From an optimization exercise on the open Yosys and OpenROAD flow, aimed at small area; shortcuts taken in it are not production practice.
In this exercise RTL edits were held to simulation tests only and were not proved equivalent to the original.

== the reference run ==
==> flow/design.v <==
package cpu_pkg;
  localparam int WORD_W       = 32;
  localparam int REG_ADDR_W   = 5;
  localparam int OPCODE_W     = 6;
  localparam int FUNCT_W      = 6;
  localparam int ALU_CLASS_W  = 2;
  localparam int ALU_OP_W     = 4;
  localparam int JUMP_INDEX_W = 26;  
  localparam int REG_COUNT    = 32;
  typedef logic [WORD_W-1:0]      word_t;
  typedef logic [REG_ADDR_W-1:0]  reg_addr_t;
  typedef logic [OPCODE_W-1:0]    opcode_t;
  typedef logic [FUNCT_W-1:0]     funct_t;
  typedef logic [ALU_CLASS_W-1:0] alu_class_t;  
  typedef logic [ALU_OP_W-1:0]    alu_op_t;     
  localparam opcode_t OP_RTYPE = 6'b000000;
  localparam opcode_t OP_LW    = 6'b100011;
  localparam opcode_t OP_SW    = 6'b101011;
  localparam opcode_t OP_BEQ   = 6'b000100;
  localparam opcode_t OP_J     = 6'b000010;
  localparam opcode_t OP_JAL   = 6'b000011;
  localparam opcode_t OP_JR    = 6'b000101;  
  localparam opcode_t OP_ADDI  = 6'b001000;
  localparam funct_t FUNCT_ADD = 6'b100000;
  localparam funct_t FUNCT_SUB = 6'b100010;
  localparam funct_t FUNCT_AND = 6'b100100;
  localparam funct_t FUNCT_OR  = 6'b100101;
  localparam funct_t FUNCT_SLT = 6'b101010;
  localparam alu_class_t ALU_CLASS_ADD   = 2'b00;  
  localparam alu_class_t ALU_CLASS_SUB   = 2'b01;  
  localparam alu_class_t ALU_CLASS_FUNCT = 2'b10;  
  localparam alu_class_t ALU_CLASS_NONE  = 2'b11;
  localparam alu_op_t ALU_AND  = 4'b0000;
  localparam alu_op_t ALU_OR   = 4'b0001;
  localparam alu_op_t ALU_ADD  = 4'b0010;
  localparam alu_op_t ALU_SUB  = 4'b0110;
  localparam alu_op_t ALU_SLT  = 4'b0111;
  localparam alu_op_t ALU_NONE = 4'b1111;  
  localparam reg_addr_t REG_ZERO = 5'd0;   
  localparam reg_addr_t REG_RA   = 5'd31;  
  localparam word_t PC_STEP  = 32'd4;  
  localparam word_t RESET_PC = 32'd0;  
endpackage
`timescale 1ns/100ps
module cpu_top (
  input  logic        clk,
  input  logic        reset,
  input  logic [31:0] imem_data,
  input  logic [31:0] dmem_rdata,
  output logic [31:0] imem_addr,
  output logic [31:0] dmem_addr,
  output logic [31:0] dmem_wdata,
  output logic        dmem_we,
  output logic        halted
);
  logic [5:0]  op, funct;
  logic [4:0]  rs, rt, rd;
  logic [31:0] simm;
  assign op    = imem_data[31:26];
  assign rs    = imem_data[25:21];
  assign rt    = imem_data[20:16];
  assign rd    = imem_data[15:11];
  assign funct = imem_data[5:0];
  assign simm  = {{16{imem_data[15]}}, imem_data[15:0]};
  logic is_r, is_addi, is_lw, is_sw, is_beq, is_jmp, is_jal, is_jr;
  assign is_r    = (op == 6'b000000);
  assign is_addi = (op == 6'b001000);
  assign is_lw   = (op == 6'b100011);
  assign is_sw   = (op == 6'b101011);
  assign is_beq  = (op == 6'b000100);
  assign is_jmp  = (op[5:1] == 5'b00001);  
  assign is_jal  = (op == 6'b000011);
  assign is_jr   = (op == 6'b000101);
  assign halted  = ~(is_r | is_addi | is_lw | is_sw | is_beq | is_jmp | is_jr);
  logic f_add, f_sub, f_and, f_or, f_slt;
  assign f_add = (funct == 6'b100000);
  assign f_sub = (funct == 6'b100010);
  assign f_and = (funct == 6'b100100);
  assign f_or  = (funct == 6'b100101);
  assign f_slt = (funct == 6'b101010);
  logic [31:0] regs [1:31];
  logic [31:1] valid;
  logic [31:1] sel_s, sel_t, wsel;
  logic [31:0] rs_data, rt_data;
  logic [4:0]  wa;
  logic [31:0] wd;
  logic        reg_write;
  always_comb begin
    rs_data = '0;
    rt_data = '0;
    for (int i = 1; i < 32; i++) begin
      sel_s[i] = (rs == 5'(i)) & valid[i];
      sel_t[i] = (rt == 5'(i)) & valid[i];
      rs_data  = rs_data | (regs[i] & {32{sel_s[i]}});
      rt_data  = rt_data | (regs[i] & {32{sel_t[i]}});
    end
  end
  assign reg_write = ~reset & (is_r | is_addi | is_lw | is_jal);
  assign wa = is_jal ? 5'd31 : (is_r ? rd : rt);
  always_comb
    for (int i = 1; i < 32; i++) wsel[i] = reg_write & (wa == 5'(i));
  always_ff @(posedge clk)
    for (int i = 1; i < 32; i++)
      if (wsel[i]) regs[i] <= wd;
  always_ff @(posedge clk)
    if (reset) valid <= '0;
    else       valid <= valid | wsel;
  logic        alu_src, sub;
  logic [31:0] b, bx, sum;
  assign alu_src = op[5] | op[3];
  assign sub     = ~alu_src & (op[2] | funct[1]);
  assign b       = alu_src ? simm : rt_data;
  assign bx      = b ^ {32{sub}};
  assign sum     = rs_data + bx + {31'b0, sub};
  logic eq;
  assign eq = &(rs_data ^ ~rt_data);
  logic [31:0] pc, pc4, pc_next;
  assign pc4 = pc + 32'd4;
  always_comb begin
    if (is_jr)              pc_next = rs_data;
    else if (is_jmp)        pc_next = {pc4[31:28], imem_data[25:0], 2'b00};
    else if (is_beq & eq)   pc_next = pc4 + {simm[29:0], 2'b00};
    else                    pc_next = pc4;
  end
  always_ff @(posedge clk)
    if (reset)        pc <= '0;
    else if (!halted) pc <= pc_next;
  assign imem_addr = pc;
  logic sel_sum, sel_and, sel_or, sel_slt;
  assign sel_sum = is_addi | (is_r & (f_add | f_sub));
  assign sel_and = is_r & f_and;
  assign sel_or  = is_r & f_or;
  assign sel_slt = is_r & f_slt;
  assign wd = ({32{sel_sum}} & sum)
            | ({32{sel_and}} & (rs_data & rt_data))
            | ({32{sel_or}}  & (rs_data | rt_data))
            | {31'b0, sel_slt & sum[31]}
            | ({32{is_lw}}   & dmem_rdata)
            | ({32{is_jal}}  & pc4);
  assign dmem_addr  = sum;
  assign dmem_wdata = rt_data;
  assign dmem_we    = is_sw & ~reset;
endmodule
make LEC_CHECK=0 CAP_MARGIN=20 CORE_MARGIN=2 CORE_UTILIZATION=40 SLEW_MARGIN=20 finish   # period 12.0 ns
run.sh (not shown) runs the stock make flow with config.mk's settings and CLKGATE_MAP_FILE= SYNTH_SCRIPT=/design/flow/synth_recipe.tcl, a recipe that flattens the netlist after the stock synthesis.
The reference run completed every stage of the flow, and the final layout passed the timing, design-rule and antenna checks.
#### Input delta (the trial run over the reference run)
# the reference run
export LEC_CHECK = 0
export CAP_MARGIN = 20
export CORE_MARGIN = 2
export CORE_UTILIZATION = 40
export SLEW_MARGIN = 20
create_clock -name core_clock -period 12.0 [get_ports {clk}]
# the trial run
export LEC_CHECK = 0
export CAP_MARGIN = 20
export CORE_MARGIN = 2
export CORE_UTILIZATION = 40
export SLEW_MARGIN = 20
export BUFFER_PORTS_ARGS = -buffer_cell sky130_fd_sc_hd__buf_2
export CTS_ARGS = -sink_clustering_enable -repair_clock_nets -dont_use_dummy_load -buf_list sky130_fd_sc_hd__clkbuf_8 -sink_clustering_size 20
create_clock -name core_clock -period 12.0 [get_ports {clk}]
==> flow/flow/run.sh (new file) <==
#!/bin/bash
# Standard ORFS layout with three changes: ports get buf_2 buffers instead of the slow
# delay cell buffer_ports picks by default, CTS inserts no dummy loads, and CTS uses clkbuf_8.
set -euo pipefail
cd "$(dirname "$0")/.."
cat >> config.mk <<'EOC'
export BUFFER_PORTS_ARGS = -buffer_cell sky130_fd_sc_hd__buf_2
export CTS_ARGS = -sink_clustering_enable -repair_clock_nets -dont_use_dummy_load -buf_list sky130_fd_sc_hd__clkbuf_8 -sink_clustering_size 20
EOC
bash standard.sh > standard.log 2>&1
==> flow/standard.sh (new file) <==
#!/bin/bash
# synth_recipe.tcl (not shown) runs the flow's synth.tcl, then flattens the netlist and writes it again
# the make line also repeats each setting of config.mk as NAME=value (left out here)
make -C /OpenROAD-flow-scripts/flow DESIGN_CONFIG=/design/flow/config.mk WORK_HOME=/design/flow/orfs CLKGATE_MAP_FILE= SYNTH_SCRIPT=/design/flow/synth_recipe.tcl "${@:-finish}"
removed: flow/run.sh
==> comparison <==
The trial run against the reference run: clock latency on the worst-skew pair now larger, count of flip-flops with a built-in enable after synthesis flat. imem_data[17] as the origin of the worst setup path was reported by the reference run, and imem_data[19] by the trial run. Against the reference run, the trial run comes in 43 higher on count of clock-buffer cells in the layout. [the trial run vs the reference run] post-route minimum period: lower in the trial run. The trial run against the reference run; area of all placed cells without fillers is down by a few percent. Re area share of and/or/nand/nor cells after synthesis: no difference whatsoever between the trial run and the reference run. Changes observed in the trial run relative to the reference run: maximum vdd drop now smaller, tightest slew margin relative to the limit now larger, routed via count divided by cell count now larger, number of inserted filler cells in the final layout now larger. A cell type of the slowest stage on the worst timing path of and3_2 is what the reference run shows, while nor2b_1 belongs to the trial run.

[what the ideal ports hide]
The flow's constraints put no driver on any port. The routed layouts listed below were extracted and timed again, unchanged, in two steps.
Step 1, drivers: a clkbuf_16 drives clk and a buf_2 each remaining input, both assumed.
Step 2 times the ports against the registers' clock, not the clock port: input delays grow and output delays shrink by t, the midpoint of the rising clock arrivals with the driver on.
Three values: ideal, step 1, step 2; two values: the first two.
run | shift t [ns] | slack for setup (ns) | worst setup path at the end | latest minus earliest clock arrival (ns) | worst register clock-pin slew, ns
the reference run | 0.840 | 0.244 / 0.222 / 0.222 | input to output | 0.072 / 0.072 | 0.07 / 0.07
the trial run | 0.987 | 0.694 / 0.671 / 0.671 | input to output | 0.162 / 0.162 | 0.07 / 0.07
After both steps every run listed still meets setup and hold. For the trial run, which loses most, drivers alone change the setup slack by -0.023 ns; drivers and shift together by -0.023 ns.
